Context: an optimization exercise on an open-source flow, tuned for small area and a short achievable clock period. The choices shown serve that exercise and are no tape-out recipe. In this exercise RTL edits were held to simulation tests only and were not proved equivalent to the original. Power figures rest on the tool's default switching activity, not on a simulated workload.

[flow/design.v]
`default_nettype none
package rv_pkg;
    localparam int XLEN   = 32;
    localparam int REG_AW = 5;
    localparam logic [3:0] ALU_ADD  = 4'd0;
    localparam logic [3:0] ALU_SUB  = 4'd1;
    localparam logic [3:0] ALU_SLL  = 4'd2;
    localparam logic [3:0] ALU_SLT  = 4'd3;
    localparam logic [3:0] ALU_SLTU = 4'd4;
    localparam logic [3:0] ALU_XOR  = 4'd5;
    localparam logic [3:0] ALU_SRL  = 4'd6;
    localparam logic [3:0] ALU_SRA  = 4'd7;
    localparam logic [3:0] ALU_OR   = 4'd8;
    localparam logic [3:0] ALU_AND  = 4'd9;
    localparam logic [6:0] OPC_OP     = 7'b0110011;
    localparam logic [6:0] OPC_OP_IMM = 7'b0010011;
    localparam logic [6:0] OPC_LUI    = 7'b0110111;
    localparam logic [6:0] FUNCT7_BASE = 7'b0000000;
    localparam logic [6:0] FUNCT7_ALT  = 7'b0100000;  
    localparam logic [2:0] F3_ADD  = 3'b000;
    localparam logic [2:0] F3_SLL  = 3'b001;
    localparam logic [2:0] F3_SLT  = 3'b010;
    localparam logic [2:0] F3_SLTU = 3'b011;
    localparam logic [2:0] F3_XOR  = 3'b100;
    localparam logic [2:0] F3_SR   = 3'b101;  
    localparam logic [2:0] F3_OR   = 3'b110;
    localparam logic [2:0] F3_AND  = 3'b111;
endpackage
`default_nettype wire
`timescale 1ns/10ps
`default_nettype none
import rv_pkg::*;
module regfile
(
    input  logic              clk_i,
    input  logic              rst_n_i,
    input  logic              wr_valid_i,
    input  logic [4:0]        wr_rd_i,
    input  logic [31:0]       wr_data_i,
    input  logic [3:0]        rs1_hi_i,
    input  logic [7:0]        rs1_lo_i,
    input  logic [3:0]        rs2_hi_i,
    input  logic [7:0]        rs2_lo_i,
    output logic [31:0]       rs1_data_o,
    output logic [31:0]       rs2_data_o
);
    logic [XLEN-1:0] regs [1:31];
    logic [31:1]     row_valid;
    logic [31:1]     we;
    logic [31:1]     sel1;
    logic [31:1]     sel2;
    always_comb begin
        for (int r = 1; r < 32; r++) begin
            we[r]   = wr_valid_i && wr_rd_i == r[4:0];
            sel1[r] = row_valid[r] && rs1_hi_i[r/8] && rs1_lo_i[r%8];
            sel2[r] = row_valid[r] && rs2_hi_i[r/8] && rs2_lo_i[r%8];
        end
    end
    always_ff @(posedge clk_i or negedge rst_n_i) begin
        if (!rst_n_i) begin
            row_valid <= 31'd0;
        end else begin
            row_valid <= row_valid | we;
        end
    end
    always_ff @(posedge clk_i) begin
        for (int r = 1; r < 32; r++) begin
            if (we[r]) begin
                regs[r] <= wr_data_i;
            end
        end
    end
    always_comb begin
        rs1_data_o = 32'd0;
        rs2_data_o = 32'd0;
        for (int r = 1; r < 32; r++) begin
            rs1_data_o = rs1_data_o | ({XLEN{sel1[r]}} & regs[r]);
            rs2_data_o = rs2_data_o | ({XLEN{sel2[r]}} & regs[r]);
        end
    end
endmodule
`default_nettype wire
`timescale 1ns/10ps
`default_nettype none
import rv_pkg::*;
module alu
(
    input  logic [31:0] a_i,
    input  logic [31:0] bx_i,       
    input  logic        sub_i,      
    input  logic        uns_i,      
    input  logic        sra_i,      
    input  logic        sel_add_i,
    input  logic        sel_slt_i,
    input  logic        sel_sr_i,
    input  logic        sel_sll_i,
    input  logic        sel_xor_i,
    input  logic        sel_or_i,
    input  logic        sel_and_i,
    output logic [31:0] y_o
);
    logic [33:0] sum;
    logic        ea;
    logic        eb;
    logic [63:0] sh_ext;
    logic [31:0] sh;
    logic [31:0] sh_rev;
    assign ea  = !uns_i && a_i[31];
    assign eb  = uns_i ? sub_i : bx_i[31];
    assign sum = {ea, a_i, 1'b1} + {eb, bx_i, sub_i};
    assign sh_ext = {{32{sra_i && a_i[31]}}, a_i} >> bx_i[4:0];
    assign sh     = sh_ext[31:0];
    always_comb begin
        for (int i = 0; i < 32; i++) begin
            sh_rev[i] = sh[31-i];
        end
    end
    assign y_o = ({32{sel_add_i}} & sum[32:1])
               | {31'd0, sel_slt_i & sum[33]}
               | ({32{sel_sr_i}}  & sh)
               | ({32{sel_sll_i}} & sh_rev)
               | ({32{sel_xor_i}} & (a_i ^ bx_i))
               | ({32{sel_or_i}}  & (a_i | bx_i))
               | ({32{sel_and_i}} & (a_i & bx_i));
endmodule
`default_nettype wire
`timescale 1ns/10ps
`default_nettype none
import rv_pkg::*;
module decode_stage
(
    input  logic              clk_i,
    input  logic              rst_n_i,
    input  logic              instr_valid_i,
    input  logic [31:0]       instr_i,
    input  logic              mem_valid_i,   
    input  logic [4:0]        mem_rd_i,
    input  logic [31:0]       mem_data_i,
    input  logic [31:0]       alu_y_i,       
    output logic              ex_valid_o,    
    output logic [4:0]        ex_rd_o,
    output logic [31:0]       ex_a_o,        
    output logic [31:0]       ex_b_o,        
    output logic              ex_sub_o,
    output logic              ex_uns_o,
    output logic              ex_sra_o,
    output logic              ex_sel_add_o,
    output logic              ex_sel_slt_o,
    output logic              ex_sel_sr_o,
    output logic              ex_sel_sll_o,
    output logic              ex_sel_xor_o,
    output logic              ex_sel_or_o,
    output logic              ex_sel_and_o
);
    logic [6:0] in_opc;
    logic [2:0] in_f3;
    logic [6:0] in_f7;
    logic       in_is_op;
    logic       in_is_imm;
    logic       in_is_lui;
    logic       in_legal;
    assign in_opc    = instr_i[6:0];
    assign in_f3     = instr_i[14:12];
    assign in_f7     = instr_i[31:25];
    assign in_is_op  = in_opc == OPC_OP;
    assign in_is_imm = in_opc == OPC_OP_IMM;
    assign in_is_lui = in_opc == OPC_LUI;
    always_comb begin
        in_legal = 1'b0;
        if (in_is_op) begin
            in_legal = (in_f7 == FUNCT7_BASE) ||
                       (in_f7 == FUNCT7_ALT && (in_f3 == F3_ADD || in_f3 == F3_SR));
        end else if (in_is_imm) begin
            if (in_f3 == F3_SLL)     in_legal = in_f7 == FUNCT7_BASE;
            else if (in_f3 == F3_SR) in_legal = in_f7 == FUNCT7_BASE || in_f7 == FUNCT7_ALT;
            else                     in_legal = 1'b1;
        end else if (in_is_lui) begin
            in_legal = 1'b1;
        end
    end
    logic [4:0] in_rs1;
    logic [4:0] in_rs2;
    logic [3:0] in_r1hi;
    logic [7:0] in_r1lo;
    logic [3:0] in_r2hi;
    logic [7:0] in_r2lo;
    assign in_rs1 = in_is_lui ? 5'd0 : instr_i[19:15];
    assign in_rs2 = (in_is_lui || in_is_imm) ? 5'd0 : instr_i[24:20];
    always_comb begin
        for (int i = 0; i < 4; i++) begin
            in_r1hi[i] = in_rs1[4:3] == i[1:0];
            in_r2hi[i] = in_rs2[4:3] == i[1:0];
        end
        for (int i = 0; i < 8; i++) begin
            in_r1lo[i] = in_rs1[2:0] == i[2:0];
            in_r2lo[i] = in_rs2[2:0] == i[2:0];
        end
    end
    logic        q_valid;    
    logic        q_imm;      
    logic        q_lui;      
    logic        q_sll;      
    logic [31:7] q;          
    logic [3:0]  q_r1hi;     
    logic [7:0]  q_r1lo;
    logic [3:0]  q_r2hi;
    logic [7:0]  q_r2lo;
    logic        q_fwd_a;    
    logic        q_fwd_b;
    logic        q_byp1;     
    logic        q_byp2;
    always_ff @(posedge clk_i or negedge rst_n_i) begin
        if (!rst_n_i) begin
            q_valid <= 1'b0;
        end else begin
            q_valid <= instr_valid_i && in_legal && instr_i[11:7] != 5'd0;
        end
    end
    always_ff @(posedge clk_i) begin
        q_imm   <= in_is_imm;
        q_lui   <= in_is_lui;
        q_sll   <= (in_is_op || in_is_imm) && in_f3 == F3_SLL;
        q       <= instr_i[31:7];
        q_r1hi  <= in_r1hi;
        q_r1lo  <= in_r1lo;
        q_r2hi  <= in_r2hi;
        q_r2lo  <= in_r2lo;
        q_fwd_a <= q_valid && q[11:7] == in_rs1;
        q_fwd_b <= q_valid && q[11:7] == in_rs2;
        q_byp1  <= ex_valid_o && ex_rd_o == in_rs1;
        q_byp2  <= ex_valid_o && ex_rd_o == in_rs2;
    end
    logic [4:0]  rd;
    logic [2:0]  f3;
    logic        alt;
    logic        b_imm;
    logic [31:0] imm;
    logic [31:0] rf1;
    logic [31:0] rf2;
    logic [31:0] a_val;
    assign rd    = q[11:7];
    assign f3    = q[14:12];
    assign alt   = q[30];
    assign b_imm = q_imm || q_lui;
    assign imm   = q_lui ? {q[31:12], 12'd0} : {{20{q[31]}}, q[31:20]};
    regfile u_regfile (
        .clk_i        (clk_i),
        .rst_n_i      (rst_n_i),
        .wr_valid_i   (mem_valid_i),
        .wr_rd_i      (mem_rd_i),
        .wr_data_i    (mem_data_i),
        .rs1_hi_i     (q_r1hi),
        .rs1_lo_i     (q_r1lo),
        .rs2_hi_i     (q_r2hi),
        .rs2_lo_i     (q_r2lo),
        .rs1_data_o   (rf1),
        .rs2_data_o   (rf2)
    );
    assign a_val = q_byp1 ? mem_data_i : rf1;
    logic        sub;
    logic [31:0] a_dec;
    logic [31:0] b_dec;
    assign sub = !q_lui && ((!q_imm && f3 == F3_ADD && alt) || f3 == F3_SLT || f3 == F3_SLTU);
    always_comb begin
        for (int i = 0; i < 32; i++) begin
            a_dec[i] = q_sll ? a_val[31-i] : a_val[i];
        end
    end
    assign b_dec = (q_byp2 ? mem_data_i : rf2 | ({32{b_imm}} & imm)) ^ {32{sub}};
    always_ff @(posedge clk_i or negedge rst_n_i) begin
        if (!rst_n_i) begin
            ex_valid_o <= 1'b0;
        end else begin
            ex_valid_o <= q_valid;
        end
    end
    always_ff @(posedge clk_i) begin
        ex_rd_o <= rd;
        for (int i = 0; i < 32; i++) begin
            ex_a_o[i] <= (q_fwd_a && !q_sll && alu_y_i[i])    ||
                         (q_fwd_a && q_sll  && alu_y_i[31-i]) ||
                         (!q_fwd_a && a_dec[i]);
            ex_b_o[i] <= (q_fwd_b && !sub && alu_y_i[i])  ||
                         (q_fwd_b && sub  && !alu_y_i[i]) ||
                         (!q_fwd_b && b_dec[i]);
        end
        ex_sub_o     <= sub;
        ex_uns_o     <= f3 == F3_SLTU;
        ex_sra_o     <= alt;
        ex_sel_add_o <= q_lui || f3 == F3_ADD;
        ex_sel_slt_o <= !q_lui && (f3 == F3_SLT || f3 == F3_SLTU);
        ex_sel_sr_o  <= !q_lui && f3 == F3_SR;
        ex_sel_sll_o <= q_sll;
        ex_sel_xor_o <= !q_lui && f3 == F3_XOR;
        ex_sel_or_o  <= !q_lui && f3 == F3_OR;
        ex_sel_and_o <= !q_lui && f3 == F3_AND;
    end
endmodule
`default_nettype wire
`timescale 1ns/10ps
`default_nettype none
import rv_pkg::*;
module execute_stage
(
    input  logic              clk_i,
    input  logic              rst_n_i,
    input  logic              ex_valid_i,
    input  logic [4:0]        ex_rd_i,
    input  logic [31:0]       ex_a_i,
    input  logic [31:0]       ex_b_i,
    input  logic              ex_sub_i,
    input  logic              ex_uns_i,
    input  logic              ex_sra_i,
    input  logic              ex_sel_add_i,
    input  logic              ex_sel_slt_i,
    input  logic              ex_sel_sr_i,
    input  logic              ex_sel_sll_i,
    input  logic              ex_sel_xor_i,
    input  logic              ex_sel_or_i,
    input  logic              ex_sel_and_i,
    output logic [31:0]       alu_y_o,
    output logic              mem_valid_o,
    output logic [4:0]        mem_rd_o,
    output logic [31:0]       mem_data_o,
    output logic              wb_valid_o,
    output logic [4:0]        wb_rd_o,
    output logic [31:0]       wb_data_o
);
    logic [XLEN-1:0] alu_y;
    alu u_alu (
        .a_i       (ex_a_i),
        .bx_i      (ex_b_i),
        .sub_i     (ex_sub_i),
        .uns_i     (ex_uns_i),
        .sra_i     (ex_sra_i),
        .sel_add_i (ex_sel_add_i),
        .sel_slt_i (ex_sel_slt_i),
        .sel_sr_i  (ex_sel_sr_i),
        .sel_sll_i (ex_sel_sll_i),
        .sel_xor_i (ex_sel_xor_i),
        .sel_or_i  (ex_sel_or_i),
        .sel_and_i (ex_sel_and_i),
        .y_o       (alu_y)
    );
    assign alu_y_o = alu_y;
    always_ff @(posedge clk_i or negedge rst_n_i) begin
        if (!rst_n_i) begin
            mem_valid_o <= 1'b0;
            wb_valid_o  <= 1'b0;
        end else begin
            mem_valid_o <= ex_valid_i;
            wb_valid_o  <= mem_valid_o;
        end
    end
    always_ff @(posedge clk_i) begin
        mem_rd_o   <= ex_rd_i;
        mem_data_o <= alu_y;
        wb_rd_o    <= mem_rd_o;
        wb_data_o  <= mem_data_o;
    end
endmodule
`default_nettype wire
`timescale 1ns/10ps
`default_nettype none
import rv_pkg::*;
module rv_core_top
(
    input  logic              clk_i,
    input  logic              rst_n_i,
    input  logic              instr_valid_i,
    input  logic [31:0]       instr_i,
    output logic              wb_valid_o,
    output logic [4:0]        wb_rd_o,
    output logic [31:0]       wb_data_o
);
    logic              ex_valid;
    logic [REG_AW-1:0] ex_rd;
    logic [XLEN-1:0]   ex_a;
    logic [XLEN-1:0]   ex_b;
    logic              ex_sub;
    logic              ex_uns;
    logic              ex_sra;
    logic              ex_sel_add;
    logic              ex_sel_slt;
    logic              ex_sel_sr;
    logic              ex_sel_sll;
    logic              ex_sel_xor;
    logic              ex_sel_or;
    logic              ex_sel_and;
    logic              mem_valid;
    logic [REG_AW-1:0] mem_rd;
    logic [XLEN-1:0]   mem_data;
    logic [XLEN-1:0]   alu_y;
    decode_stage u_decode (
        .clk_i         (clk_i),
        .rst_n_i       (rst_n_i),
        .instr_valid_i (instr_valid_i),
        .instr_i       (instr_i),
        .mem_valid_i   (mem_valid),
        .mem_rd_i      (mem_rd),
        .mem_data_i    (mem_data),
        .alu_y_i       (alu_y),
        .ex_valid_o    (ex_valid),
        .ex_rd_o       (ex_rd),
        .ex_a_o        (ex_a),
        .ex_b_o        (ex_b),
        .ex_sub_o      (ex_sub),
        .ex_uns_o      (ex_uns),
        .ex_sra_o      (ex_sra),
        .ex_sel_add_o  (ex_sel_add),
        .ex_sel_slt_o  (ex_sel_slt),
        .ex_sel_sr_o   (ex_sel_sr),
        .ex_sel_sll_o  (ex_sel_sll),
        .ex_sel_xor_o  (ex_sel_xor),
        .ex_sel_or_o   (ex_sel_or),
        .ex_sel_and_o  (ex_sel_and)
    );
    execute_stage u_execute (
        .clk_i         (clk_i),
        .rst_n_i       (rst_n_i),
        .ex_valid_i    (ex_valid),
        .ex_rd_i       (ex_rd),
        .ex_a_i        (ex_a),
        .ex_b_i        (ex_b),
        .ex_sub_i      (ex_sub),
        .ex_uns_i      (ex_uns),
        .ex_sra_i      (ex_sra),
        .ex_sel_add_i  (ex_sel_add),
        .ex_sel_slt_i  (ex_sel_slt),
        .ex_sel_sr_i   (ex_sel_sr),
        .ex_sel_sll_i  (ex_sel_sll),
        .ex_sel_xor_i  (ex_sel_xor),
        .ex_sel_or_i   (ex_sel_or),
        .ex_sel_and_i  (ex_sel_and),
        .alu_y_o       (alu_y),
        .mem_valid_o   (mem_valid),
        .mem_rd_o      (mem_rd),
        .mem_data_o    (mem_data),
        .wb_valid_o    (wb_valid_o),
        .wb_rd_o       (wb_rd_o),
        .wb_data_o     (wb_data_o)
    );
endmodule
`default_nettype wire
[flow/constraint.sdc]
create_clock -name core_clock -period 5.5 [get_ports {clk_i}]
set_input_delay 1.1000 -clock core_clock [delete_from_list [all_inputs] [get_ports {clk_i}]]
set_output_delay 1.1000 -clock core_clock [all_outputs]
set_load 0.01 [all_outputs]
[flow/config.mk]
export PLATFORM = sky130hd
export DESIGN_NAME = rv_core_top
export DESIGN_NICKNAME = rv_core_top
export VERILOG_FILES = /design/flow/design.v
export SDC_FILE = /design/flow/constraint.sdc
export NUM_CORES = 4
export LEC_CHECK = 0
export CAP_MARGIN = 20
export CORE_MARGIN = 2
export CORE_UTILIZATION = 40
export PLACE_DENSITY = 0.6
export SETUP_SLACK_MARGIN = 3.0
export SLEW_MARGIN = 20
[flow/run.sh]
#!/bin/bash
# synth_recipe.tcl (not shown) runs the flow's synth.tcl, then flattens the netlist and writes it again
# the make line also repeats each setting of config.mk as NAME=value (left out here)
make -C /OpenROAD-flow-scripts/flow DESIGN_CONFIG=/design/flow/config.mk WORK_HOME=/design/flow/orfs CLKGATE_MAP_FILE= SYNTH_SCRIPT=/design/flow/synth_recipe.tcl finish
==> results of run 1 <==
## worst max-delay path by stage
| stage | startpoint | to | slack (ns) | depth (start not counted) |
|---|---|---|---|---|
| finish | u_decode.q_r1lo[1] | u_decode.ex_a_o[28] | 2.31 | 7 |
| global route | u_decode.ex_b_o[0] | u_decode.ex_a_o[18] | 2.36 | 14 |
| CTS | u_decode.ex_b_o[0] | u_decode.ex_a_o[0] | 2.56 | 14 |
| detailed placement | u_decode.ex_b_o[0] | u_decode.ex_a_o[0] | 1.69 | 11 |
| global placement | u_decode.ex_b_o[0] | u_decode.ex_a_o[31] | 1.72 | 11 |
| floorplan | u_decode.ex_b_o[0] | u_decode.ex_a_o[2] | 2.77 | 10 |
## synth_stat cells, drive strengths merged, types with 12 or more instances
master | count | area, µm²
a21o | 22 | 165
edfxtp | 992 | 29800
or2 | 36 | 225
a31oi | 15 | 93.8
and3 | 76 | 475
nor2 | 138 | 518
o31ai | 12 | 90.1
mux2i | 66 | 661
nand4 | 169 | 1060
clkbuf | 312 | 1170
xor2 | 14 | 123
dfrtp | 35 | 876
nand3 | 78 | 390
nand2 | 118 | 443
a22o | 207 | 1810
dfxtp | 209 | 4180
mux4 | 34 | 773
o32ai | 39 | 342
inv | 91 | 342
a221oi | 237 | 2090
mux2 | 23 | 259
o211ai | 25 | 188
a21oi | 170 | 851
ha | 64 | 801
xnor2 | 47 | 412
nor4 | 23 | 144
o21ai | 77 | 385
buf | 37 | 179
a22oi | 544 | 4080
a222oi | 19 | 190
nor3 | 36 | 180
## per-stage QoR
step	instances	hold WS [ns]	cell area, µm²	utilization	worst slack [ns]
after floorplan	4098	0.329	54900	-	2.77
after global placement	5787	0.385	58100	0.430	1.72
after detailed placement	5789	0.389	58100	0.430	1.69
after CTS	6222	0.404	66100	0.489	2.56
after global routing	6288	0.422	67200	0.497	2.36
final	6309	0.401	67200	0.498	2.31
## logic make-up (layout without fill, tap and decap cells)
logic type	count (synthesis)	count (layout)	share of synthesized area
xor gates and xnor gates	61	61	0.00983
other	0	22	0
buffers and inverters	443	844	0.0313
muxes	123	123	0.0311
adders and majority gates	65	65	0.0151
and+or+nand+nor	734	741	0.0714
DFF	1236	1236	0.641
AOI/OAI and AO/OA	1436	1436	0.200
## cell usage in the layout, fill, tap and decap left out, types with 42 or more instances in the layout
cell type  synthesis  final
nand3_1           78     72
mux2i_1           66     52
a21oi_2            0     50
nand4_1          169    169
buf_4              0    360
a21oi_1          170    112
nand2_1          118    105
edfxtp_1         992    992
buf_6              2     44
clkbuf_16          0    139
xnor2_1           47     42
a22oi_1          544    536
inv_1             89     75
a221oi_1         235    221
a22o_1           207    207
and3_4             0     64
nor2_1           138     98
dfxtp_1          209    152
o21ai_0           58     47
## per-layer routing
layer	share of wire	GRT usage	up-vias
met5	0.0015	0.0133	-
met3	0.19	0.213	2053
met4	0.099	0.264	24
li1	-	-	17500
met2	0.39	0.540	6266
met1	0.32	0.470	23600
## final cells by class
type                    instances  area share
repair buffers                504      0.0660
multi-input cells            2426       0.308
flip-flops and latches       1236       0.520
clock buffers                 175      0.0548
clock inverters                70      0.0108
diodes                         22    0.000819
well taps                    1781      0.0331
inverters                      94     0.00599
repair inverters                1    0.000242
## power breakdown
part	switching (mW)	internal (mW)
clock network	3.96	5.32
logic	0.567	0.322
registers	0.139	10.2
total	4.67	15.9
## worst max-delay path, stage by stage (launching register included)
cell	delay [ns]
dfxtp_1	0.70
and3_2	1.16
a22oi_1	0.28
nand3_1	0.21
o32ai_4	0.16
nor2_1	0.37
a21oi_2	0.07
mux2i_1	0.15
## repair_timing
item / CTS / global route
cloned: 6 / 4
endpoints found under the hold margin: 0 / 0
pin swaps: 154 / 93
setup endpoints to repair: 582 / 117
gates resized for setup: 473 / 118
setup buffers: 182 / 61
## flip-flops by register name (all words and copies together), names as in the netlist, 8 cells and up
register                      flops
u_decode.ex_a_o                  32
u_decode.q                       25
u_decode.u_regfile.row_valid     31
u_decode.u_regfile.regs         992
u_execute.mem_data_o             32
u_execute.wb_data_o              32
u_decode.q_r1lo                   8
u_decode.ex_b_o                  32
u_decode.q_r2lo                   8
==> results by group, run 1 <==
Critical path
  • Worst reg2reg setup slack: 2.31 ns
  • CP Max Fanout: 16
  • R2R depth: 7
  • Worst EP arrival: 3.90 ns
  • Reg2reg start: u_decode.q_r1lo[1]
  • Crit Path Category: register to register
  • Crit path required time: 6.21 ns
  • Worst Setup End Kind: register
  • Worst Setup Start Kind: register
  • Critical R2R Capture: u_decode.ex_a_o[28]

Floorplanning
  • Chip height: 373 µm
  • Core area: 135000 µm²
  • Initial core utilization: 0.402
  • Site Rows: 135
  • Total I/O pin count: 73
  • Die W: 373 µm
  • Die area: 139000 µm²

Clock tree
  • Clock sink count: 1236
  • CTS Hold Bufs: 0
  • CTS buffer count: 135
  • Clock latency on the worst-skew pair: 0.79 ns
  • Clock Tree Buf Depth: 3
  • H-Tree Depth: 4
  • CTS root buf: clkbuf_16
  • TritonCTS clock tree: yes
  • CTS clk-pin slew, worst paths: 0.07 ns

STA
  • Tcrit/Tclk final: 0.579
  • Setup violators final: 0
  • Relative slew slack: 0.165
  • Fin crit period: 3.19 ns
  • TNS Setup: 0 ns
  • Worst-Margin Slew: 1.25 ns
  • Hold Vio Cnt, Final: 0
  • Slew Viols, Final: 0
  • RSZ-0062 raised after global routing: true
  • FMAX: 314 MHz
  • Worst clock skew: 0.0299 ns

Yosys
  • Sequential area share after synthesis: 0.641
  • Mapped Nets: 4198
  • Post-Syn Area: 54400 µm²
  • Async SR Flop Fraction: 0.0283
  • Netlist cell types: 74
  • Ys flop type: edfxtp_1
  • Syn. warnings: 5
  • Yosys reg bits: 1236
  • Cells after Synth: 4098
  • Syn_area_per_cell: 13.3 µm²
  • Post-synth EDFFs: 992

Route
  • Drt wl/cell: 45.5 µm
  • Vias per cell: 7.84
  • Pre-antenna DRT Iters: 14
  • Initial drt markers: 12500
  • Vias post-DR: 49400
  • Final wirelength: 287 mm
  • Antenna viol nets, final: 0
  • DRC viols: 0

Place
  • Post-DP HPWL: 161 mm
  • GP Congestion: 1.02
  • Number of port buffers: 72

Finish
  • Area grow syn2layout: 23.7%
  • Register area: 35000 µm²
  • Area occupied by multi-input gates: 20700 µm²
  • Fin nets: 4498
  • Filler cell count: 11500
  • Share of cells above drive strength 1: 0.265

Power
  • Pwr dens: 305 nW/µm²
  • Highest ir drop seen on vdd: 267 µV
  • Total power: 20.5 mW
  • Leak pwr: 24.5 nW

Global route
  • Initial antenna violation count: 24
  • Largest net degree at the start of global routing: 45
  • Total Routing Usage GR: 0.393
  • GR Overflow Total: 0
  • Global-route wire length before repair: 377 mm
  • Vias in the first global route: 45100

Min path
  • Hold Crit Class: register to register
  • Hold path depth: 0
  • WHS Endpoint: u_execute.wb_rd_o[3]
  • Hold Crit Start: u_execute.mem_rd_o[3]

Run
  • Max-cap violations: 0

Outcome
  • Outcome: finished clean
==> run 2, diff against run 1 <==
--- a/flow/design.v
+++ b/flow/design.v
@@ -38,8 +38,7 @@
     input  logic [4:0]        wr_rd_i,
     input  logic [31:0]       wr_data_i,
-    input  logic [3:0]        rs1_hi_i,
-    input  logic [7:0]        rs1_lo_i,
-    input  logic [3:0]        rs2_hi_i,
-    input  logic [7:0]        rs2_lo_i,
+    output logic [31:1]       valid_next_o,
+    input  logic [31:1]       rs1_sel_i,
+    input  logic [31:1]       rs2_sel_i,
     output logic [31:0]       rs1_data_o,
     output logic [31:0]       rs2_data_o
@@ -48,18 +47,15 @@
     logic [31:1]     row_valid;
     logic [31:1]     we;
-    logic [31:1]     sel1;
-    logic [31:1]     sel2;
     always_comb begin
         for (int r = 1; r < 32; r++) begin
             we[r]   = wr_valid_i && wr_rd_i == r[4:0];
-            sel1[r] = row_valid[r] && rs1_hi_i[r/8] && rs1_lo_i[r%8];
-            sel2[r] = row_valid[r] && rs2_hi_i[r/8] && rs2_lo_i[r%8];
         end
     end
+    assign valid_next_o = row_valid | we;
     always_ff @(posedge clk_i or negedge rst_n_i) begin
         if (!rst_n_i) begin
             row_valid <= 31'd0;
         end else begin
-            row_valid <= row_valid | we;
+            row_valid <= valid_next_o;
         end
     end
@@ -75,6 +71,6 @@
         rs2_data_o = 32'd0;
         for (int r = 1; r < 32; r++) begin
-            rs1_data_o = rs1_data_o | ({XLEN{sel1[r]}} & regs[r]);
-            rs2_data_o = rs2_data_o | ({XLEN{sel2[r]}} & regs[r]);
+            rs1_data_o = rs1_data_o | ({XLEN{rs1_sel_i[r]}} & regs[r]);
+            rs2_data_o = rs2_data_o | ({XLEN{rs2_sel_i[r]}} & regs[r]);
         end
     end
@@ -88,4 +84,5 @@
     input  logic [31:0] a_i,
     input  logic [31:0] bx_i,       
+    input  logic [4:0]  shamt_i,    
     input  logic        sub_i,      
     input  logic        uns_i,      
@@ -103,5 +100,6 @@
     logic        ea;
     logic        eb;
-    logic [63:0] sh_ext;
+    logic        fill;
+    logic [31:0] sh1, sh2, sh4, sh8;
     logic [31:0] sh;
     logic [31:0] sh_rev;
@@ -109,6 +107,10 @@
     assign eb  = uns_i ? sub_i : bx_i[31];
     assign sum = {ea, a_i, 1'b1} + {eb, bx_i, sub_i};
-    assign sh_ext = {{32{sra_i && a_i[31]}}, a_i} >> bx_i[4:0];
-    assign sh     = sh_ext[31:0];
+    assign fill = sra_i && a_i[31];
+    assign sh1  = shamt_i[0] ? {fill, a_i[31:1]}          : a_i;
+    assign sh2  = shamt_i[1] ? {{2{fill}}, sh1[31:2]}     : sh1;
+    assign sh4  = shamt_i[2] ? {{4{fill}}, sh2[31:4]}     : sh2;
+    assign sh8  = shamt_i[3] ? {{8{fill}}, sh4[31:8]}     : sh4;
+    assign sh   = shamt_i[4] ? {{16{fill}}, sh8[31:16]}   : sh8;
     always_comb begin
         for (int i = 0; i < 32; i++) begin
@@ -142,4 +144,5 @@
     output logic [31:0]       ex_a_o,        
     output logic [31:0]       ex_b_o,        
+    output logic [4:0]        ex_shamt_o,    
     output logic              ex_sub_o,
     output logic              ex_uns_o,
@@ -181,18 +184,13 @@
     logic [4:0] in_rs1;
     logic [4:0] in_rs2;
-    logic [3:0] in_r1hi;
-    logic [7:0] in_r1lo;
-    logic [3:0] in_r2hi;
-    logic [7:0] in_r2lo;
+    logic [31:1] valid_next;   
+    logic [31:1] in_sel1;
+    logic [31:1] in_sel2;
     assign in_rs1 = in_is_lui ? 5'd0 : instr_i[19:15];
     assign in_rs2 = (in_is_lui || in_is_imm) ? 5'd0 : instr_i[24:20];
     always_comb begin
-        for (int i = 0; i < 4; i++) begin
-            in_r1hi[i] = in_rs1[4:3] == i[1:0];
-            in_r2hi[i] = in_rs2[4:3] == i[1:0];
-        end
-        for (int i = 0; i < 8; i++) begin
-            in_r1lo[i] = in_rs1[2:0] == i[2:0];
-            in_r2lo[i] = in_rs2[2:0] == i[2:0];
+        for (int r = 1; r < 32; r++) begin
+            in_sel1[r] = valid_next[r] && in_rs1 == r[4:0];
+            in_sel2[r] = valid_next[r] && in_rs2 == r[4:0];
         end
     end
@@ -202,8 +200,6 @@
     logic        q_sll;      
     logic [31:7] q;          
-    logic [3:0]  q_r1hi;     
-    logic [7:0]  q_r1lo;
-    logic [3:0]  q_r2hi;
-    logic [7:0]  q_r2lo;
+    logic [31:1] q_sel1;     
+    logic [31:1] q_sel2;
     logic        q_fwd_a;    
     logic        q_fwd_b;
@@ -222,8 +218,6 @@
         q_sll   <= (in_is_op || in_is_imm) && in_f3 == F3_SLL;
         q       <= instr_i[31:7];
-        q_r1hi  <= in_r1hi;
-        q_r1lo  <= in_r1lo;
-        q_r2hi  <= in_r2hi;
-        q_r2lo  <= in_r2lo;
+        q_sel1  <= in_sel1;
+        q_sel2  <= in_sel2;
         q_fwd_a <= q_valid && q[11:7] == in_rs1;
         q_fwd_b <= q_valid && q[11:7] == in_rs2;
@@ -250,8 +244,7 @@
         .wr_rd_i      (mem_rd_i),
         .wr_data_i    (mem_data_i),
-        .rs1_hi_i     (q_r1hi),
-        .rs1_lo_i     (q_r1lo),
-        .rs2_hi_i     (q_r2hi),
-        .rs2_lo_i     (q_r2lo),
+        .valid_next_o (valid_next),
+        .rs1_sel_i    (q_sel1),
+        .rs2_sel_i    (q_sel2),
         .rs1_data_o   (rf1),
         .rs2_data_o   (rf2)
@@ -267,5 +260,7 @@
         end
     end
-    assign b_dec = (q_byp2 ? mem_data_i : rf2 | ({32{b_imm}} & imm)) ^ {32{sub}};
+    logic [31:0] b_val;
+    assign b_val = q_byp2 ? mem_data_i : rf2 | ({32{b_imm}} & imm);
+    assign b_dec = b_val ^ {32{sub}};
     always_ff @(posedge clk_i or negedge rst_n_i) begin
         if (!rst_n_i) begin
@@ -285,4 +280,5 @@
                          (!q_fwd_b && b_dec[i]);
         end
+        ex_shamt_o   <= q_fwd_b ? alu_y_i[4:0] : b_val[4:0];
         ex_sub_o     <= sub;
         ex_uns_o     <= f3 == F3_SLTU;
@@ -309,4 +305,5 @@
     input  logic [31:0]       ex_a_i,
     input  logic [31:0]       ex_b_i,
+    input  logic [4:0]        ex_shamt_i,
     input  logic              ex_sub_i,
     input  logic              ex_uns_i,
@@ -331,4 +328,5 @@
         .a_i       (ex_a_i),
         .bx_i      (ex_b_i),
+        .shamt_i   (ex_shamt_i),
         .sub_i     (ex_sub_i),
         .uns_i     (ex_uns_i),
@@ -378,4 +376,5 @@
     logic [XLEN-1:0]   ex_a;
     logic [XLEN-1:0]   ex_b;
+    logic [4:0]        ex_shamt;
     logic              ex_sub;
     logic              ex_uns;
@@ -405,4 +404,5 @@
         .ex_a_o        (ex_a),
         .ex_b_o        (ex_b),
+        .ex_shamt_o    (ex_shamt),
         .ex_sub_o      (ex_sub),
         .ex_uns_o      (ex_uns),
@@ -423,4 +423,5 @@
         .ex_a_i        (ex_a),
         .ex_b_i        (ex_b),
+        .ex_shamt_i    (ex_shamt),
         .ex_sub_i      (ex_sub),
         .ex_uns_i      (ex_uns),
==> run 2 against run 1 <==
Effect of this change:
- critical path depth is the same
- sequential share of layout area grew 0.81 points
- core utilization shrank 0.27 points
- area after synthesis grew 2.3%
- hold slack gained 0.0013 ns
- critical path type unchanged
==> results by group, run 2 <==
Outcome
  • Outcome: finished clean (unchanged)

Min path
  • WHS Endpoint: u_execute.wb_rd_o[2] (was u_execute.wb_rd_o[3])
  • Hold Crit Start: u_execute.mem_rd_o[2] (was u_execute.mem_rd_o[3])
  • Hold Crit Class: register to register (unchanged)
  • Hold path depth: 0 (unchanged)

Yosys
  • Mapped Nets: 4301 (was 4198)
  • Sequential area share after synthesis: 0.642 (was 0.641)
  • Syn_area_per_cell: 13.2 µm² (was 13.3 µm²)
  • Cells after Synth: 4201 (was 4098)
  • Post-synth EDFFs: 992 (unchanged)
  • Post-synth top area share: 0.536 (was 0.548)
  • Yosys reg bits: 1279 (was 1236)
  • Async SR Flop Fraction: 0.0274 (was 0.0283)
  • Post-synth top area cell: edfxtp_1 (unchanged)
  • Netlist cell types: 83 (was 74)
  • Ys flop type: edfxtp_1 (unchanged)
  • Dominant cells by area after synthesis: edfxtp_1 54%, dfxtp_1 9.1%, a22oi_1 5.6% (was edfxtp_1 55%, dfxtp_1 7.7%, a22oi_1 7.5%)
  • Post-Syn Area: 55600 µm² (was 54400 µm²)
  • Commonest cells post-synth: 992 x edfxtp_1, 418 x a22oi_1, 291 x a221oi_1, 285 x a22o_1, 260 x clkbuf_1 (was 992 x edfxtp_1, 544 x a22oi_1, 312 x clkbuf_1, 235 x a221oi_1, 209 x dfxtp_1)
  • Syn. warnings: 5 (unchanged)
  • Most instantiated library cell after synthesis: edfxtp_1 (unchanged)

Route
  • DRC viols: 0 (unchanged)
  • Drt wl/cell: 44.7 µm (was 45.5 µm)
  • WL met3: 52.6 mm (was 55.1 mm)
  • Wire length on met1: 93.1 mm (was 91.7 mm)
  • Initial drt markers: 12000 (was 12500)
  • Vias per cell: 7.83 (was 7.84)
  • Final wirelength: 286 mm (was 287 mm)
  • WL met2: 114 mm (was 111 mm)
  • Vias post-DR: 50100 (was 49400)
  • Max layer used: met5 (unchanged)
  • Antenna viol nets, final: 0 (unchanged)
  • Pre-antenna DRT Iters: 13 (was 14)

Clock tree
  • Clock latency on the worst-skew pair: 0.78 ns (was 0.79 ns)
  • CTS clk-pin slew, worst paths: 0.06 ns (was 0.07 ns)
  • TritonCTS clock tree: yes (unchanged)
  • CTS root buf: clkbuf_16 (unchanged)
  • H-Tree Depth: 4 (unchanged)
  • CTS buffer count: 137 (was 135)
  • Clock Tree Buf Depth: 3 (unchanged)
  • Clock sink count: 1279 (was 1236)

Global route
  • Initial antenna violation count: 15 (was 24)
  • Largest net degree at the start of global routing: 53 (was 45)
  • Global-route wire length before repair: 381 mm (was 377 mm)
  • GR Overflow Total: 0 (unchanged)
  • Vias in the first global route: 45900 (was 45100)
  • Total Routing Usage GR: 0.390 (was 0.393)

Critical path
  • Critical R2R Capture: u_decode.ex_b_o[0] (was u_decode.ex_a_o[28])
  • Reg2reg start: u_decode.q_sel2[22] (was u_decode.q_r1lo[1])
  • Crit path required time: 6.14 ns (was 6.21 ns)
  • Crit Path Category: register to register (unchanged)
  • Worst Setup Start Kind: register (unchanged)
  • Worst reg2reg setup slack: 2.56 ns (was 2.31 ns)
  • Max stage delay on crit path: 0.88 ns (was 1.16 ns)
  • Crit-path cells: buf_6 -> a22o_1 -> a221oi_1 -> nand4_1 -> o32a_1 -> mux2_4 -> xnor2_2 (was and3_2 -> a22oi_1 -> nand3_1 -> o32ai_4 -> nor2_1 -> a21oi_2 -> mux2i_1)
  • CP Max Fanout: 21 (was 16)
  • Worst EP arrival: 3.58 ns (was 3.90 ns)
  • Buf/Inv on CP: 1 (was 0)
  • R2R depth: 7 (unchanged)
  • Slowest-stage cell, CP: dfxtp_2 (was and3_2)
  • Worst Setup End Kind: register (unchanged)
  • Largest delay contributor family on the critical path: flip-flops (was simple AND/OR/NAND/NOR gates)

Finish
  • Most frequent cells in the layout: 992 x edfxtp_1, 411 x a22oi_1, 287 x a221oi_1 (was 992 x edfxtp_1, 536 x a22oi_1, 360 x buf_4)
  • Biggest register: u_decode.u_regfile.regs (unchanged)
  • Share of cells above drive strength 1: 0.244 (was 0.265)
  • Area grow syn2layout: 22.5% (was 23.7%)
  • Largest register FFs: 992 (unchanged)
  • Fin nets: 4569 (was 4498)
  • Commonest non-fill, non-tap cell in the layout: edfxtp_1 (unchanged)

Power
  • Highest ir drop seen on vdd: 238 µV (was 267 µV)
  • Pwr dens: 304 nW/µm² (was 305 nW/µm²)
  • Leak pwr: 24.6 nW (was 24.5 nW)
  • Total power: 20.7 mW (was 20.5 mW)

STA
  • TNS Setup: 0 ns (unchanged)
  • Setup violators final: 0 (unchanged)
  • Relative slew slack: 0.213 (was 0.165)
  • Fin crit period: 2.94 ns (was 3.19 ns)
  • FMAX: 340 MHz (was 314 MHz)
  • Worst-Margin Slew: 1.18 ns (was 1.25 ns)
  • Tcrit/Tclk final: 0.535 (was 0.579)
  • Hold Vio Cnt, Final: 0 (unchanged)
  • RSZ-0062 raised after global routing: true (unchanged)
  • Worst clock skew: 0.0304 ns (was 0.0299 ns)
  • Slew Viols, Final: 0 (unchanged)

Place
  • GP Congestion: 0.984 (was 1.02)
  • Post-DP HPWL: 164 mm (was 161 mm)
  • Number of port buffers: 72 (unchanged)

Floorplanning
  • Total I/O pin count: 73 (unchanged)
  • Core area: 138000 µm² (was 135000 µm²)
  • Site Rows: 136 (was 135)
  • Chip height: 377 µm (was 373 µm)
  • Initial core utilization: 0.404 (was 0.402)
  • Die W: 377 µm (was 373 µm)
  • Die area: 142000 µm² (was 139000 µm²)

Run
  • Max-cap violations: 0 (unchanged)
## run 2: cell types whose count changed in the layout (fill, tap and decap cells not counted), moves of 27 or more
| cell | before | now |
|---|---|---|
| a22o_1 | 207 | 285 |
| nor3_1 | 29 | 69 |
| dfxtp_2 | 32 | 69 |
| or2_2 | 34 | 7 |
| dfxtp_4 | 25 | 53 |
| buf_4 | 360 | 273 |
| a22oi_1 | 536 | 411 |
| nor2_1 | 98 | 146 |
| and3_4 | 64 | 5 |
| a221oi_1 | 221 | 287 |
| inv_1 | 75 | 112 |
## run 2: stage by stage
stage	hold slack [ns]	util	area [µm²]	worst slack [ns]	cells
after detailed placement	0.403	0.432	59400	1.92	5937
after global placement	0.398	0.431	59300	1.89	5933
after CTS	0.407	0.488	67100	2.60	6319
after floorplan	0.329	-	55900	2.80	4201
after global routing	0.422	0.494	68100	2.54	6375
final	0.402	0.495	68100	2.56	6397
## run 2: power breakdown
| part | switching, mW | internal [mW] |
|---|---|---|
| clock network | 4.11 | 5.25 |
| registers | 0.137 | 10.5 |
| logic | 0.456 | 0.241 |
## run 2: layer usage
layer | vias up | global-route usage
met5 | - | 0.00377
met4 | 16 | 0.250
li1 | 17900 | -
met3 | 1764 | 0.200
met2 | 6032 | 0.545
met1 | 24400 | 0.472
## run 2: cell type report
| class | count | area, µm² |
|---|---|---|
| clock inverters | 77 | 802 |
| clock buffers | 173 | 3630 |
| multi-input cells | 2483 | 20800 |
| fillers | 11700 | 69500 |
| inverters | 131 | 513 |
| repair buffers | 437 | 4080 |
| well taps | 1794 | 2240 |
| diodes | 23 | 57.6 |
| flip-flops and latches | 1279 | 36000 |
## run 2: how the worst max path moves through the flow
stage / from / to / slack, ns / cells after the start
2_1_floorplan: u_execute.mem_valid_o / u_decode.q_sel1[21] / 2.80 / 5
3_3_place_gp: u_decode.ex_a_o[7] / u_decode.ex_a_o[3] / 1.89 / 10
3_5_place_dp: u_decode.ex_a_o[7] / u_decode.ex_a_o[3] / 1.92 / 10
4_1_cts: u_decode.ex_a_o[1] / u_decode.ex_b_o[25] / 2.60 / 11
5_1_grt: u_decode.ex_shamt_o[1] / u_decode.ex_a_o[18] / 2.54 / 11
6_report: u_decode.q_sel2[22] / u_decode.ex_b_o[0] / 2.56 / 7
## run 2: kinds of logic (layout without fill, tap and decap cells)
| group | after synthesis | after routing | synth area share |
|---|---|---|---|
| other | 0 | 23 | 0 |
| adders and majority gates | 65 | 65 | 0.0148 |
| buffers and inverters | 439 | 818 | 0.0301 |
| and+or+nand+nor | 755 | 755 | 0.0682 |
| muxes | 108 | 108 | 0.0293 |
| DFF | 1279 | 1279 | 0.642 |
| xor gates and xnor gates | 52 | 52 | 0.00832 |
| AOI/OAI and AO/OA | 1503 | 1503 | 0.207 |
## run 2: timing repair
action / CTS / global route
cloned: 4 / 0
buffers inserted: 128 / 55
endpoints found under the setup margin: 611 / 374
pin swaps: 144 / 81
hold buffers: 0 / 0
resized for setup: 542 / 115
==> run 3, diff against run 2 <==
--- a/flow/config.mk
+++ b/flow/config.mk
@@ -9,4 +9,6 @@
 export CORE_MARGIN = 2
 export CORE_UTILIZATION = 40
+export CTS_CLUSTER_DIAMETER = 100
+export CTS_CLUSTER_SIZE = 20
 export PLACE_DENSITY = 0.6
 export SETUP_SLACK_MARGIN = 3.0
==> run 3 against run 2 <==
Effect of this change:
- setup slack got worse by 0.11 ns
- final area decreased by 3.5%
- sequential share of layout area increased by 2.0 points
- flip-flop and latch count unchanged
- global-route usage decreased by 0.18 points
- non-clock buffer count increased by 6
- die area unchanged
- register-to-register slack got worse by 0.11 ns
- largest power group unchanged
==> results by group, run 3 <==
Outcome
  • Outcome: finished clean (unchanged)

Floorplanning
  • Total I/O pin count: 73 (unchanged)
  • Core area: 138000 µm² (unchanged)
  • Initial core utilization: 0.404 (unchanged)
  • Die area: 142000 µm² (unchanged)
  • Die W: 377 µm (unchanged)
  • Chip height: 377 µm (unchanged)
  • Site Rows: 136 (unchanged)

Route
  • Vias post-DR: 49300 (was 50100)
  • Final wirelength: 286 mm (about the same)
  • Drt wl/cell: 45.6 µm (was 44.7 µm)
  • Vias per cell: 7.87 (was 7.83)
  • Initial drt markers: 11800 (was 12000)
  • Pre-antenna DRT Iters: 11 (was 13)
  • DRC viols: 0 (unchanged)
  • Antenna viol nets, final: 0 (unchanged)

Place
  • Number of port buffers: 72 (unchanged)
  • Placed Instances: 5937 (unchanged)
  • GP Congestion: 0.984 (unchanged)
  • Post-DP HPWL: 164 mm (unchanged)
  • Placement Cell Area: 59400 µm² (unchanged)

Yosys
  • Syn. warnings: 5 (unchanged)
  • Most instantiated library cell after synthesis: edfxtp_1 (unchanged)
  • Netlist cell types: 83 (unchanged)
  • Cells after Synth: 4201 (unchanged)
  • Dominant cells by area after synthesis: edfxtp_1 54%, dfxtp_1 9.1%, a22oi_1 5.6% (unchanged)
  • Post-synth EDFFs: 992 (unchanged)
  • Post-synth top area share: 0.536 (unchanged)
  • Ys flop type: edfxtp_1 (unchanged)
  • Mapped Nets: 4301 (unchanged)
  • Post-Syn Area: 55600 µm² (unchanged)
  • Syn_area_per_cell: 13.2 µm² (unchanged)
  • Post-synth top area cell: edfxtp_1 (unchanged)
  • Commonest cells post-synth: 992 x edfxtp_1, 418 x a22oi_1, 291 x a221oi_1, 285 x a22o_1, 260 x clkbuf_1 (unchanged)
  • Async SR Flop Fraction: 0.0274 (unchanged)
  • Yosys reg bits: 1279 (unchanged)
  • Sequential area share after synthesis: 0.642 (unchanged)

Critical path
  • Reg2reg start: u_decode.q_sel1[14] (was u_decode.q_sel2[22])
  • CP Capture Point: u_decode.ex_a_o[2] (was u_decode.ex_b_o[0])
  • Crit-path cells: buf_4 -> a22o_1 -> a221oi_1 -> nand4_1 -> nor3_1 -> a21oi_1 -> o22ai_1 -> a21oi_2 (was buf_6 -> a22o_1 -> a221oi_1 -> nand4_1 -> o32a_1 -> mux2_4 -> xnor2_2)
  • Critical R2R Capture: u_decode.ex_a_o[2] (was u_decode.ex_b_o[0])
  • CP Max Fanout: 14 (was 21)
  • Setup crit start: u_decode.q_sel1[14] (was u_decode.q_sel2[22])
  • Buf/Inv on CP: 1 (unchanged)
  • Largest delay contributor family on the critical path: compound AO/OA/AOI/OAI gates (was flip-flops)
  • Worst reg2reg setup slack: 2.45 ns (was 2.56 ns)
  • CP Depth: 8 (was 7)
  • Crit path required time: 6.06 ns (was 6.14 ns)
  • Worst Setup End Kind: register (unchanged)
  • Worst EP arrival: 3.61 ns (was 3.58 ns)
  • Max stage delay on crit path: 0.71 ns (was 0.88 ns)
  • Slowest-stage cell, CP: nor3_1 (was dfxtp_2)
  • Worst Setup Start Kind: register (unchanged)
  • Crit Path Category: register to register (unchanged)
  • R2R depth: 8 (was 7)

Clock tree
  • Clock sink count: 1279 (unchanged)
  • H-Tree Depth: 3 (was 4)
  • CTS root buf: clkbuf_16 (unchanged)
  • CTS clk-pin slew, worst paths: 0.09 ns (was 0.06 ns)
  • Clock Tree Buf Depth: 3 (unchanged)
  • CTS Hold Bufs: 0 (unchanged)
  • CTS buffer count: 75 (was 137)
  • TritonCTS clock tree: yes (unchanged)
  • Clock latency on the worst-skew pair: 0.73 ns (was 0.78 ns)

Finish
  • Finished Core Util: 0.478 (was 0.495)
  • Commonest non-fill, non-tap cell in the layout: edfxtp_1 (unchanged)
  • Fin nets: 4513 (was 4569)
  • Most frequent cells in the layout: 992 x edfxtp_1, 412 x a22oi_1, 287 x a221oi_1 (was 992 x edfxtp_1, 411 x a22oi_1, 287 x a221oi_1)
  • Share of cells above drive strength 1: 0.226 (was 0.244)
  • Largest register FFs: 992 (unchanged)
  • Final instance area: 65700 µm² (was 68100 µm²)
  • Biggest register: u_decode.u_regfile.regs (unchanged)
  • Area grow syn2layout: 18.2% (was 22.5%)
  • Non-filler instance count after layout: 6266 (was 6397)

STA
  • Hold Vio Cnt, Final: 0 (unchanged)
  • FMAX: 328 MHz (was 340 MHz)
  • Tcrit/Tclk final: 0.555 (was 0.535)
  • Fin crit period: 3.05 ns (was 2.94 ns)
  • Setup violators final: 0 (unchanged)
  • Relative slew slack: 0.234 (was 0.213)
  • Slew Viols, Final: 0 (unchanged)
  • Worst-Margin Slew: 1.15 ns (was 1.18 ns)
  • TNS Setup: 0 ns (unchanged)
  • RSZ-0062 raised after global routing: true (unchanged)
  • Worst clock skew: 0.0498 ns (was 0.0304 ns)

Min path
  • Hold Crit Class: register to register (unchanged)

Power
  • Pwr dens: 264 nW/µm² (was 304 nW/µm²)
  • Total power: 17.4 mW (was 20.7 mW)
  • Highest ir drop seen on vdd: 195 µV (was 238 µV)
  • Leak pwr: 23.5 nW (was 24.6 nW)

Global route
  • Vias in the first global route: 45500 (was 45900)
  • Initial antenna violation count: 15 (unchanged)
  • GR Overflow Total: 0 (unchanged)
  • Grt met1 use: 0.471 (was 0.472)
  • Total Routing Usage GR: 0.389 (was 0.390)
  • GRT met2 Usage: 0.542 (was 0.545)
  • Largest net degree at the start of global routing: 53 (unchanged)
  • GR peak layer: met2 (unchanged)
  • Met3 layer usage reported by global route: 0.194 (was 0.200)
  • Global-route wire length before repair: 379 mm (was 381 mm)

Run
  • Max-cap violations: 0 (unchanged)
[run 3: cell counts after synthesis]
Identical to the previous run, type by type.
[run 3: logic make-up (layout without fill, tap and decap cells)]
group | after synthesis | count (layout) | share of synthesized area
compound gates | 1503 | 1503 | 0.207
flops | 1279 | 1279 | 0.642
simple gates | 755 | 755 | 0.0682
buf+inv | 439 | 697 | 0.0301
mux | 108 | 108 | 0.0293
fa+ha+maj | 65 | 65 | 0.0148
xor+xnor | 52 | 52 | 0.00832
other cells | 0 | 13 | 0
[run 3: power by group]
part	total, mW	switching (mW)	leakage (nW)	internal, mW
clock network	6.06	3.41	1.05	2.65
registers	10.6	0.137	13.5	10.5
logic	0.692	0.455	8.94	0.237
total	17.4	4.00	23.5	13.4
[run 3: repair_timing]
action | 4_1_cts | 5_1_grt
pin swaps | 160 | 66
setup endpoints to repair | 637 | 405
resized for setup | 514 | 117
gates cloned | 2 | 0
buffers inserted | 152 | 39
[run 3: cell type report]
type | count | area [µm²]
Tap cell | 1794 | 2240
Clock inverter | 8 | 104
Multi-Input combinational cell | 2483 | 20700
Clock buffer | 115 | 2070
Sequential cell | 1279 | 36000
Antenna cell | 13 | 32.5
Timing Repair Buffer | 443 | 4080
Fill cell | 11900 | 71900
Inverter | 131 | 509
[run 3: stage by stage]
step | hold WS (ns) | setup slack (ns)
after floorplan | 0.329 | 2.80
after global placement | 0.398 | 1.89
after detailed placement | 0.403 | 1.92
after CTS | 0.407 | 2.59
after global routing | 0.427 | 2.56
final | 0.404 | 2.45
[run 3: worst min path at each step]
stage / slack [ns] / cells past startpoint / endpoint / start
2_1_floorplan: 0.33 / 0 / u_decode.ex_sel_sll_o / u_decode.q_sll
3_3_place_gp: 0.40 / 0 / u_execute.wb_rd_o[2] / u_execute.mem_rd_o[2]
3_5_place_dp: 0.40 / 0 / u_execute.wb_rd_o[2] / u_execute.mem_rd_o[2]
4_1_cts: 0.41 / 0 / u_execute.wb_rd_o[2] / u_execute.mem_rd_o[2]
5_1_grt: 0.43 / 0 / u_execute.wb_rd_o[2] / u_execute.mem_rd_o[2]
6_report: 0.40 / 0 / u_execute.wb_rd_o[2] / u_execute.mem_rd_o[2]
[run 3: layer usage]
layer	share of wire	vias up
li1	-	17700
met1	0.33	24000
met2	0.39	5829
met3	0.19	1793
met4	0.094	18
met5	0.00056	-
==> run 4, diff against run 3 <==
--- a/flow/design.v
+++ b/flow/design.v
@@ -84,5 +84,7 @@
     input  logic [31:0] a_i,
     input  logic [31:0] bx_i,       
-    input  logic [4:0]  shamt_i,    
+    input  logic [3:0]  sh_lo_i,    
+    input  logic [3:0]  sh_mid_i,   
+    input  logic        sh_hi_i,    
     input  logic        sub_i,      
     input  logic        uns_i,      
@@ -101,5 +103,8 @@
     logic        eb;
     logic        fill;
-    logic [31:0] sh1, sh2, sh4, sh8;
+    logic [34:0] ext_lo;
+    logic [43:0] ext_mid;
+    logic [31:0] sh_l;
+    logic [31:0] sh_m;
     logic [31:0] sh;
     logic [31:0] sh_rev;
@@ -107,10 +112,16 @@
     assign eb  = uns_i ? sub_i : bx_i[31];
     assign sum = {ea, a_i, 1'b1} + {eb, bx_i, sub_i};
-    assign fill = sra_i && a_i[31];
-    assign sh1  = shamt_i[0] ? {fill, a_i[31:1]}          : a_i;
-    assign sh2  = shamt_i[1] ? {{2{fill}}, sh1[31:2]}     : sh1;
-    assign sh4  = shamt_i[2] ? {{4{fill}}, sh2[31:4]}     : sh2;
-    assign sh8  = shamt_i[3] ? {{8{fill}}, sh4[31:8]}     : sh4;
-    assign sh   = shamt_i[4] ? {{16{fill}}, sh8[31:16]}   : sh8;
+    assign fill    = sra_i && a_i[31];
+    assign ext_lo  = {{3{fill}}, a_i};
+    assign ext_mid = {{12{fill}}, sh_l};
+    always_comb begin
+        for (int i = 0; i < 32; i++) begin
+            sh_l[i] = (sh_lo_i[0] && ext_lo[i])     || (sh_lo_i[1] && ext_lo[i+1]) ||
+                      (sh_lo_i[2] && ext_lo[i+2])   || (sh_lo_i[3] && ext_lo[i+3]);
+            sh_m[i] = (sh_mid_i[0] && ext_mid[i])   || (sh_mid_i[1] && ext_mid[i+4]) ||
+                      (sh_mid_i[2] && ext_mid[i+8]) || (sh_mid_i[3] && ext_mid[i+12]);
+        end
+    end
+    assign sh = sh_hi_i ? {{16{fill}}, sh_m[31:16]} : sh_m;
     always_comb begin
         for (int i = 0; i < 32; i++) begin
@@ -144,5 +155,7 @@
     output logic [31:0]       ex_a_o,        
     output logic [31:0]       ex_b_o,        
-    output logic [4:0]        ex_shamt_o,    
+    output logic [3:0]        ex_sh_lo_o,    
+    output logic [3:0]        ex_sh_mid_o,   
+    output logic              ex_sh_hi_o,    
     output logic              ex_sub_o,
     output logic              ex_uns_o,
@@ -232,5 +245,4 @@
     logic [31:0] rf1;
     logic [31:0] rf2;
-    logic [31:0] a_val;
     assign rd    = q[11:7];
     assign f3    = q[14:12];
@@ -250,17 +262,24 @@
         .rs2_data_o   (rf2)
     );
-    assign a_val = q_byp1 ? mem_data_i : rf1;
     logic        sub;
-    logic [31:0] a_dec;
+    logic        a_fwd_n;    
+    logic        a_fwd_r;
+    logic        a_byp_n;
+    logic        a_byp_r;
+    logic        a_rf_n;
+    logic        a_rf_r;
     logic [31:0] b_dec;
     assign sub = !q_lui && ((!q_imm && f3 == F3_ADD && alt) || f3 == F3_SLT || f3 == F3_SLTU);
-    always_comb begin
-        for (int i = 0; i < 32; i++) begin
-            a_dec[i] = q_sll ? a_val[31-i] : a_val[i];
-        end
-    end
+    assign a_fwd_n = q_fwd_a && !q_sll;
+    assign a_fwd_r = q_fwd_a && q_sll;
+    assign a_byp_n = !q_fwd_a && q_byp1 && !q_sll;
+    assign a_byp_r = !q_fwd_a && q_byp1 && q_sll;
+    assign a_rf_n  = !q_fwd_a && !q_byp1 && !q_sll;
+    assign a_rf_r  = !q_fwd_a && !q_byp1 && q_sll;
     logic [31:0] b_val;
     assign b_val = q_byp2 ? mem_data_i : rf2 | ({32{b_imm}} & imm);
     assign b_dec = b_val ^ {32{sub}};
+    logic [4:0]  shamt;
+    assign shamt = q_fwd_b ? alu_y_i[4:0] : b_val[4:0];
     always_ff @(posedge clk_i or negedge rst_n_i) begin
         if (!rst_n_i) begin
@@ -273,12 +292,19 @@
         ex_rd_o <= rd;
         for (int i = 0; i < 32; i++) begin
-            ex_a_o[i] <= (q_fwd_a && !q_sll && alu_y_i[i])    ||
-                         (q_fwd_a && q_sll  && alu_y_i[31-i]) ||
-                         (!q_fwd_a && a_dec[i]);
+            ex_a_o[i] <= (a_fwd_n  && alu_y_i[i])       ||
+                         (a_fwd_r  && alu_y_i[31-i])    ||
+                         (a_byp_n  && mem_data_i[i])    ||
+                         (a_byp_r  && mem_data_i[31-i]) ||
+                         (a_rf_n   && rf1[i])           ||
+                         (a_rf_r   && rf1[31-i]);
             ex_b_o[i] <= (q_fwd_b && !sub && alu_y_i[i])  ||
                          (q_fwd_b && sub  && !alu_y_i[i]) ||
                          (!q_fwd_b && b_dec[i]);
         end
-        ex_shamt_o   <= q_fwd_b ? alu_y_i[4:0] : b_val[4:0];
+        for (int k = 0; k < 4; k++) begin
+            ex_sh_lo_o[k]  <= shamt[1:0] == k[1:0];
+            ex_sh_mid_o[k] <= shamt[3:2] == k[1:0];
+        end
+        ex_sh_hi_o   <= shamt[4];
         ex_sub_o     <= sub;
         ex_uns_o     <= f3 == F3_SLTU;
@@ -305,5 +331,7 @@
     input  logic [31:0]       ex_a_i,
     input  logic [31:0]       ex_b_i,
-    input  logic [4:0]        ex_shamt_i,
+    input  logic [3:0]        ex_sh_lo_i,
+    input  logic [3:0]        ex_sh_mid_i,
+    input  logic              ex_sh_hi_i,
     input  logic              ex_sub_i,
     input  logic              ex_uns_i,
@@ -328,5 +356,7 @@
         .a_i       (ex_a_i),
         .bx_i      (ex_b_i),
-        .shamt_i   (ex_shamt_i),
+        .sh_lo_i   (ex_sh_lo_i),
+        .sh_mid_i  (ex_sh_mid_i),
+        .sh_hi_i   (ex_sh_hi_i),
         .sub_i     (ex_sub_i),
         .uns_i     (ex_uns_i),
@@ -376,5 +406,7 @@
     logic [XLEN-1:0]   ex_a;
     logic [XLEN-1:0]   ex_b;
-    logic [4:0]        ex_shamt;
+    logic [3:0]        ex_sh_lo;
+    logic [3:0]        ex_sh_mid;
+    logic              ex_sh_hi;
     logic              ex_sub;
     logic              ex_uns;
@@ -404,5 +436,7 @@
         .ex_a_o        (ex_a),
         .ex_b_o        (ex_b),
-        .ex_shamt_o    (ex_shamt),
+        .ex_sh_lo_o    (ex_sh_lo),
+        .ex_sh_mid_o   (ex_sh_mid),
+        .ex_sh_hi_o    (ex_sh_hi),
         .ex_sub_o      (ex_sub),
         .ex_uns_o      (ex_uns),
@@ -423,5 +457,7 @@
         .ex_a_i        (ex_a),
         .ex_b_i        (ex_b),
-        .ex_shamt_i    (ex_shamt),
+        .ex_sh_lo_i    (ex_sh_lo),
+        .ex_sh_mid_i   (ex_sh_mid),
+        .ex_sh_hi_i    (ex_sh_hi),
         .ex_sub_i      (ex_sub),
         .ex_uns_i      (ex_uns),
--- a/flow/config.mk
+++ b/flow/config.mk
@@ -9,6 +9,4 @@
 export CORE_MARGIN = 2
 export CORE_UTILIZATION = 40
-export CTS_CLUSTER_DIAMETER = 100
-export CTS_CLUSTER_SIZE = 20
 export PLACE_DENSITY = 0.6
 export SETUP_SLACK_MARGIN = 3.0
==> run 4 against run 3 <==
Effect of this change:
- sequential power hardly changed
- first-iteration DRC count is 4.1% higher
- synthesized cell count hardly changed
- sequential share of layout area is 1.2 points lower
- count of clock-buffer cells in the layout is 74 higher
- clock power is 61% higher
==> results by group, run 4 <==
Outcome
  • Outcome: finished clean (unchanged)

Yosys
  • Yosys reg bits: 1283 (was 1279)
  • Post-Syn Area: 55000 µm² (was 55600 µm²)
  • Post-synth top area share: 0.542 (was 0.536)
  • Dominant cells by area after synthesis: edfxtp_1 54%, dfxtp_1 9.3%, a22oi_1 6.9% (was edfxtp_1 54%, dfxtp_1 9.1%, a22oi_1 5.6%)
  • Syn. warnings: 5 (unchanged)
  • Mapped Nets: 4302 (was 4301)
  • Post-synth top area cell: edfxtp_1 (unchanged)
  • Netlist cell types: 84 (was 83)
  • Post-synth EDFFs: 992 (unchanged)
  • Most instantiated library cell after synthesis: edfxtp_1 (unchanged)
  • Ys flop type: edfxtp_1 (unchanged)
  • Syn_area_per_cell: 13.1 µm² (was 13.2 µm²)
  • Commonest cells post-synth: 992 x edfxtp_1, 504 x a22oi_1, 268 x a221oi_1, 266 x a22o_1, 256 x dfxtp_1 (was 992 x edfxtp_1, 418 x a22oi_1, 291 x a221oi_1, 285 x a22o_1, 260 x clkbuf_1)
  • Sequential area share after synthesis: 0.651 (was 0.642)
  • Async SR Flop Fraction: 0.0273 (was 0.0274)
  • Cells after Synth: 4202 (was 4201)

Run
  • Max-cap violations: 0 (unchanged)

STA
  • Worst-Margin Slew: 1.22 ns (was 1.15 ns)
  • Relative slew slack: 0.185 (was 0.234)
  • Slew Viols, Final: 0 (unchanged)
  • TNS Setup: 0 ns (unchanged)
  • Setup violators final: 0 (unchanged)
  • Tcrit/Tclk final: 0.562 (was 0.555)
  • Hold Vio Cnt, Final: 0 (unchanged)
  • RSZ-0062 raised after global routing: true (unchanged)
  • Worst clock skew: 0.0377 ns (was 0.0498 ns)
  • FMAX: 324 MHz (was 328 MHz)
  • Fin crit period: 3.09 ns (was 3.05 ns)

Clock tree
  • Clock latency on the worst-skew pair: 0.82 ns (was 0.73 ns)
  • Clock Tree Buf Depth: 3 (unchanged)
  • CTS root buf: clkbuf_16 (unchanged)
  • TritonCTS clock tree: yes (unchanged)
  • H-Tree Depth: 4 (was 3)
  • CTS clk-pin slew, worst paths: 0.07 ns (was 0.09 ns)
  • CTS buffer count: 137 (was 75)
  • Clock sink count: 1283 (was 1279)

Floorplanning
  • Die W: 375 µm (was 377 µm)
  • Initial core utilization: 0.402 (was 0.404)
  • Total I/O pin count: 73 (unchanged)
  • Chip height: 375 µm (was 377 µm)
  • Core area: 137000 µm² (was 138000 µm²)
  • Die area: 140000 µm² (was 142000 µm²)
  • Site Rows: 136 (unchanged)

Route
  • Pre-antenna DRT Iters: 12 (was 11)
  • Drt wl/cell: 44.3 µm (was 45.6 µm)
  • Final wirelength: 283 mm (was 286 mm)
  • Vias post-DR: 49800 (was 49300)
  • Antenna viol nets, final: 0 (unchanged)
  • Vias per cell: 7.78 (was 7.87)
  • DRC viols: 0 (unchanged)
  • Initial drt markers: 12300 (was 11800)

Critical path
  • CP Max Fanout: 18 (was 14)
  • Critical R2R Capture: u_decode.ex_a_o[9] (was u_decode.ex_a_o[2])
  • Worst reg2reg setup slack: 2.41 ns (was 2.45 ns)
  • Worst Setup End Kind: register (unchanged)
  • R2R depth: 8 (unchanged)
  • Crit Path Category: register to register (unchanged)
  • Crit path required time: 6.22 ns (was 6.06 ns)
  • Worst EP arrival: 3.81 ns (was 3.61 ns)
  • Worst Setup Start Kind: register (unchanged)
  • CP Capture Point: u_decode.ex_a_o[9] (was u_decode.ex_a_o[2])
  • Setup crit start: u_decode.q_sel1[28] (was u_decode.q_sel1[14])
  • Reg2reg start: u_decode.q_sel1[28] (was u_decode.q_sel1[14])

Finish
  • Fin nets: 4567 (was 4513)
  • Largest register FFs: 992 (unchanged)
  • Area grow syn2layout: 22.5% (was 18.2%)
  • Biggest register: u_decode.u_regfile.regs (unchanged)
  • Most frequent cells in the layout: 992 x edfxtp_1, 487 x a22oi_1, 269 x buf_4 (was 992 x edfxtp_1, 412 x a22oi_1, 287 x a221oi_1)
  • Filler cell count: 11700 (was 11900)
  • Share of cells above drive strength 1: 0.234 (was 0.226)
  • Commonest non-fill, non-tap cell in the layout: edfxtp_1 (unchanged)

Global route
  • Vias in the first global route: 45100 (was 45500)
  • Initial antenna violation count: 12 (was 15)
  • GR Overflow Total: 0 (unchanged)
  • Largest net degree at the start of global routing: 41 (was 53)
  • Total Routing Usage GR: 0.387 (was 0.389)
  • Global-route wire length before repair: 375 mm (was 379 mm)

Min path
  • Hold Crit Start: u_execute.mem_rd_o[2] (unchanged)
  • Hold Crit Class: register to register (unchanged)

Power
  • Total power: 21.0 mW (was 17.4 mW)
  • Leak pwr: 24.5 nW (was 23.5 nW)
  • Pwr dens: 312 nW/µm² (was 264 nW/µm²)
  • Highest ir drop seen on vdd: 289 µV (was 195 µV)

Place
  • Post-DP HPWL: 163 mm (was 164 mm)
  • Number of port buffers: 72 (unchanged)
  • GP Congestion: 1.01 (was 0.984)
-- run 4: changes by cell type in the layout (fill, tap and decap cells not counted), sizes merged, moves of 28 or more --
cell         before  now
a22oi           418  507
clkbuf          117  196
mux4             42    0
clkinv            6   36
a222oi           14   43
dlygate4sd2      37    9
-- run 4: routing by layer --
layer | track usage | part of all wire | vias up
met3 | 0.194 | 0.18 | 1883
met2 | 0.538 | 0.39 | 6044
met5 | 0.00172 | 0.00069 | -
li1 | - | - | 17900
met1 | 0.470 | 0.33 | 24000
met4 | 0.259 | 0.096 | 14
-- run 4: metrics by stage --
step | utilization | area, µm² | instances | worst slack, ns | hold slack (ns)
final | 0.492 | 67400 | 6402 | 2.41 | 0.402
after global routing | 0.491 | 67300 | 6377 | 2.45 | 0.412
after CTS | 0.483 | 66100 | 6315 | 2.51 | 0.398
after detailed placement | 0.430 | 58900 | 5950 | 1.96 | 0.391
after global placement | 0.429 | 58800 | 5949 | 1.87 | 0.389
after floorplan | - | 55300 | 4202 | 2.82 | 0.343
-- run 4: power breakdown --
| group | total, mW | switching (mW) | internal (mW) |
|---|---|---|---|
| clock | 9.74 | 4.13 | 5.61 |
| combinational | 0.638 | 0.424 | 0.214 |
| sequential | 10.6 | 0.137 | 10.5 |
-- run 4: worst max-delay path, stage by stage, from the launching register on --
cell      delay, ns
dfxtp_2        0.99
buf_4          0.51
a22oi_1        0.12
nand3_1        0.19
nor4_4         0.09
a211oi_1       0.70
a21oi_1        0.09
nand2_1        0.11
mux2_4         0.19
-- run 4: kinds of logic after synthesis --
family | Yosys count | synth area share
XOR/XNOR | 51 | 0.00812
buffers and inverters | 442 | 0.0311
adder cells (fa/ha/maj) | 65 | 0.0149
flip-flops | 1283 | 0.651
AO/OA/AOI/OAI | 1543 | 0.216
AND/OR/NAND/NOR | 771 | 0.0709
multiplexers | 47 | 0.00878
-- run 4: how the worst min path moves through the flow --
| stage | end | slack (ns) | depth (start not counted) |
|---|---|---|---|
| after floorplan | u_decode.ex_sel_sll_o | 0.34 | 0 |
| after global placement | u_execute.wb_rd_o[2] | 0.39 | 0 |
| after detailed placement | u_execute.wb_rd_o[2] | 0.39 | 0 |
| after CTS | u_execute.wb_rd_o[2] | 0.40 | 0 |
| after global routing | u_execute.wb_rd_o[2] | 0.41 | 0 |
| final | u_execute.wb_rd_o[2] | 0.40 | 0 |
-- run 4: cell type report --
class / instances / area (µm²) / area share
Antenna cell: 25 / 62.6 / 0.000929
Clock buffer: 189 / 3870 / 0.0575
Clock inverter: 66 / 828 / 0.0123
Inverter: 142 / 543 / 0.00806
Multi-Input combinational cell: 2477 / 19800 / 0.295
Sequential cell: 1283 / 36100 / 0.536
Tap cell: 1794 / 2240 / 0.0333
Timing Repair Buffer: 426 / 3870 / 0.0574
-- run 4: repair_timing --
action | CTS | global route
gates resized for setup | 471 | 161
setup buffers | 110 | 61
endpoints found under the setup margin | 573 | 159
pin swaps | 122 | 95
gates cloned | 0 | 1
hold buffers | 0 | 0

[static timing again, ports no longer ideal]
No port has a modelled driver above. Below, the same layouts with a new extraction and two added sets of constraints. Step 1: set_driving_cell puts a clkbuf_16 on clk_i and a buf_2 on each other input, an assumption about the parent block. Step 2 times the ports against the registers' clock, not the clock port: input delays grow and output delays shrink by t, the midpoint of the rising clock arrivals with the driver on. Slacks: no drivers / after step 1 / after step 2; pairs: no drivers / after step 1.
run | t (ns) | slack for setup (ns)
run 1 | 0.857 | 2.313 / 2.313 / 2.313
run 2 | 0.857 | 2.557 / 2.557 / 2.230
run 3 | 0.788 | 2.450 / 2.450 / 2.336
run 4 | 0.879 | 2.409 / 2.409 / 2.288
After both steps setup and hold are still met in every run listed.
